This is an optimization exercise on Yosys and OpenROAD, whose aim is a short achievable clock period and few clock cycles per item, not a production implementation.
Power and IR drop assume default switching activity.

## rv_mini
module rv_mini (
    input  logic        clk,
    input  logic        rst_n,
    output logic [31:0] wb_adr,
    output logic [31:0] wb_dat_w,
    output logic [3:0]  wb_sel,
    output logic        wb_we,
    output logic        wb_cyc,
    output logic        wb_stb,
    input  logic [31:0] wb_dat_r,
    input  logic        wb_ack,
    output logic        retire_valid,
    output logic [31:0] retire_pc,
    output logic [4:0]  retire_rd,
    output logic        retire_reg_wen,
    output logic [31:0] retire_data,
    output logic        halted
);
==> flow/config.mk <==
export PLATFORM = sky130hd
export DESIGN_NAME = rv_mini
export DESIGN_NICKNAME = rv_mini
export VERILOG_FILES = /design/flow/design.v
export SDC_FILE = /design/flow/constraint.sdc
export NUM_CORES = 4
export LEC_CHECK = 0
export ABC_CLOCK_PERIOD_IN_PS = 3000
export CAP_MARGIN = 20
export CORE_MARGIN = 2
export CORE_UTILIZATION = 40
export PLACE_DENSITY = 0.6
export SETUP_SLACK_MARGIN = 5
export SLEW_MARGIN = 20
==> flow/constraint.sdc <==
create_clock -name core_clock -period 10.0 [get_ports {clk}]
set_input_delay 2.0000 -clock core_clock [delete_from_list [all_inputs] [get_ports {clk}]]
set_output_delay 2.0000 -clock core_clock [all_outputs]
set_load 0.01 [all_outputs]
standard.sh (not shown) runs the stock make flow with config.mk's settings and CLKGATE_MAP_FILE= SYNTH_SCRIPT=/design/flow/synth_recipe.tcl, a recipe that flattens the netlist after the stock synthesis.
==> flow/flow/run.sh <==
#!/bin/bash
# The standard layout (the standard.sh: standard synthesis, floorplan,
# place, CTS, route, finish) with timing repair asked to keep a larger setup
# margin, so that it keeps optimising below the 10 ns clock. Constraints and
# clock are the design's; only the repair target changes.
set -euo pipefail
bash standard.sh SETUP_SLACK_MARGIN=6.6 finish > standard_flow.log 2>&1
Edit:
--- a/flow/design.v
+++ b/flow/design.v
@@ -347,21 +347,17 @@
         else               e_go = !load_out;
         e_go = e_go && e_v && e_rdy && !halt_q;
     end
     assign e_memgo = e_go && e_mem;
     assign e_jgo   = e_go && e_jalr;
     assign e_alu   = e_go && !e_ld;           
     logic f_space, fetch_ok;
     assign f_space  = f_cur ? !iq_v[N-2] : !iq_v[N-1];
-    logic ack_stop;
-    assign ack_stop = f_cur && wb_ack &&
-                      (((wb_dat_r[6:0] == rv_mini_pkg::OP_JALR) && (wb_dat_r[14:12] == 3'b000)) ||
-                       (wb_dat_r[6:0] == 7'b1110011));
-    assign fetch_ok = f_space && !stop_fetch && !ack_stop;
+    assign fetch_ok = f_space && !stop_fetch;
     rv_mini_pkg::addr_t b_adr4, nfa, j_tgt;
     assign b_adr4 = b_adr + 32'd4;
     assign nfa    = f_cur ? b_adr4 : fpc;
     assign j_tgt  = {x_sum[31:1], 1'b0};
     always_ff @(posedge clk) begin
         if (!rst_n) begin
             fpc <= RESET_PC;
         end else if (e_jgo) begin
Result:
- die area hardly moves
- sequential power hardly moves
- setup slack gets better by 90 ps
- power is higher by 0.68%
- critical path depth is higher by 3
No run of this note included a check of the RTL's function; only the layout flow was run.

== v6 ==
Another version of the RTL of rv_mini (not shown whole).
Size: ~1700 flip-flops, roughly 180 I/O pins, ~87000 um2 of cells after synthesis.
Settings: LEC_CHECK=0, ABC_CLOCK_PERIOD_IN_PS=3000, CAP_MARGIN=20, CORE_MARGIN=2, CORE_UTILIZATION=60, PLACE_DENSITY=0.72, SETUP_SLACK_MARGIN=5, SLEW_MARGIN=20; clock period 10.0 ns.
==> flow/flow/run.sh <==
#!/bin/bash
# The standard layout (the standard.sh: standard synthesis, floorplan,
# place, CTS, route, finish) with two changes to how timing is repaired:
# the repair keeps a larger setup margin, so that it keeps optimising below
# the 10 ns clock, and the port buffers start as buf_4 cells instead of the
# delay cells buffer_ports picks by default. Every port still gets its
# buffer; constraints and clock are the design's.
set -euo pipefail
bash standard.sh SETUP_SLACK_MARGIN=7.2 "BUFFER_PORTS_ARGS=-buffer_cell sky130_fd_sc_hd__buf_4" finish > standard_flow.log 2>&1
v6: GRT-0116 in global routing -> run aborted
diff inputs: v6 => v7
diff --git a/flow/design.v b/flow/design.v
--- a/flow/design.v
+++ b/flow/design.v
@@ -147,22 +147,24 @@
     assign byp2 = wen && (waddr == raddr2) && (raddr2 != '0);
     always_comb begin
         rdata1 = byp1 ? wdata : '0;
         rdata2 = byp2 ? wdata : '0;
         for (int i = 1; i < 32; i++) begin
             rdata1 = rdata1 | (regs[i] & {32{rsel1[i] && !byp1}});
             rdata2 = rdata2 | (regs[i] & {32{rsel2[i] && !byp2}});
         end
     end
+    logic [31:0] sel3;
+    assign sel3 = 32'd1 << raddr3;
     always_comb begin
-        rdata3 = (wen && (waddr == raddr3) && (raddr3 != '0)) ? wdata : '0;
+        rdata3 = '0;
         for (int i = 1; i < 32; i++) begin
-            rdata3 = rdata3 | (regs[i] & {32{(raddr3 == 5'(i)) && !(wen && (waddr == raddr3))}});
+            rdata3 = rdata3 | (regs[i] & {32{sel3[i]}});
         end
     end
 endmodule
 `default_nettype wire
 `default_nettype none
 module rv_mini_seq #(
     parameter int unsigned DEPTH = 4
 ) (
     input  logic                clk,
@@ -399,19 +401,19 @@
     assign e_jgo   = e_go && e_jalr && !e_res;
     assign e_alu   = e_go && !e_ld;           
     logic f_space, fetch_ok;
     assign f_space  = f_cur ? !iq_v[N-2] : !iq_v[N-1];
     logic ack_stop;
     assign ack_stop = f_cur && wb_ack &&
                       (((wb_dat_r[6:0] == rv_mini_pkg::OP_JALR) && (wb_dat_r[14:12] == 3'b000)) ||
                        (wb_dat_r[6:0] == 7'b1110011));
     assign fetch_ok = f_space && !stop_fetch && !ack_stop;
-    logic                  jf_ok, jf_v, jf_fw;
+    logic                  jf_ok, jf_v, jf_fw, jf_wb;
     rv_mini_pkg::reg_idx_t j_rs1;
     rv_mini_pkg::word_t    jf_base, jf_imm, jf_sum;
     rv_mini_pkg::addr_t    jf_tgt;
     assign j_rs1 = wb_dat_r[19:15];
     logic iq_wr_rs1;
     always_comb begin
         iq_wr_rs1 = 1'b0;
         for (int i = 0; i < N; i++) begin
             if (iq_v[i] && (iq_inst[32*i+7 +: 5] == j_rs1) &&
@@ -426,22 +428,23 @@
                    (wb_dat_r[6:0] == rv_mini_pkg::OP_JALR) && (wb_dat_r[14:12] == 3'b000) &&
                    !(e_v && e_wen && (e_rd == j_rs1) && !e_alu) &&
                    !(q_v && q_load && q_wen && (q_rd == j_rs1));
     always_ff @(posedge clk) begin
         if (!rst_n) begin
             jf_v <= 1'b0;
         end else begin
             jf_v <= jf_ok;
         end
-        jf_base <= jf_fw ? (e_jalr ? link : x_sum) : rf_j;
+        jf_base <= jf_fw ? (e_jalr ? link : x_sum) : jf_wb ? w_data : rf_j;
         jf_imm  <= {{20{wb_dat_r[31]}}, wb_dat_r[31:20]};
     end
     assign jf_fw  = e_alu && e_wen && (e_rd == j_rs1);
+    assign jf_wb  = w_we && (w_rd == j_rs1);    
     assign jf_sum = jf_base + jf_imm;
     assign jf_tgt = {jf_sum[31:1], 1'b0};
     rv_mini_pkg::addr_t b_adr4, nfa, j_tgt;
     assign b_adr4 = b_adr + 32'd4;
     assign nfa    = f_cur ? b_adr4 : fpc;
     assign j_tgt  = {x_sum[31:1], 1'b0};
     rv_mini_pkg::addr_t x_adr;
     assign x_adr = {x_sum[31:2], x_sum[1] && e_jalr, 1'b0};
     always_ff @(posedge clk) begin
### Flow results
global routing: v7 exited with error
Any difference in post-synthesis adder-cell area fraction between v6 and v7 is small enough to ignore.
Compared to v6, v7 has cell count after synthesis 52 higher.
Post-CTS repair timing setup buffer count was higher in v7 than in v6.
Floorplan die width is lower on v6
v6 has a lower die boundary height than v7.
Per the comparison of v7 with v6, share of synthesized area occupied by flip-flops and latches dropped 0.42 points, simple-gate portion of the synthesized area picked up an extra 0.23 points, multiplexer share of the synthesized area went up 0.46 points, mean instance size in the synthesized netlist saw little to no change.
Diff v6 -> v7: initial cell density of the core shows a reduction of 0.17 points; estimated wirelength of the detail-placed design moved down; pre-CTS worst setup slack increased by 0.13 ns relative to the old numbers.
No functional check of the RTL was part of any run of this note.

what the ideal ports hide:
No port has a modelled driver above. Below, the same layouts with a new extraction and two added sets of constraints. Step 1 assumes that a clkbuf_16 drives the clock port and a buf_2 every other input. Step 2 times the ports against the registers' clock, not the clock port: input delays grow and output delays shrink by t, the midpoint of the rising clock arrivals with the driver on. Three values: ideal ports, drivers, drivers and shift; two values: the first two.
| run | t, ns | setup slack, ns | worst register clock-pin slew, ns |
|---|---|---|---|
| the first run of note 1 | 0.929 | 6.479 / 6.479 / 5.615 | 0.07 / 0.07 |
| the second run of note 1 | 0.911 | 6.569 / 6.521 / 5.652 | 0.07 / 0.07 |
After both steps every run listed still meets setup and hold. The setup slack of the second run of note 1, which loses most, moves by -0.048 ns with the drivers and by -0.917 ns with both steps.
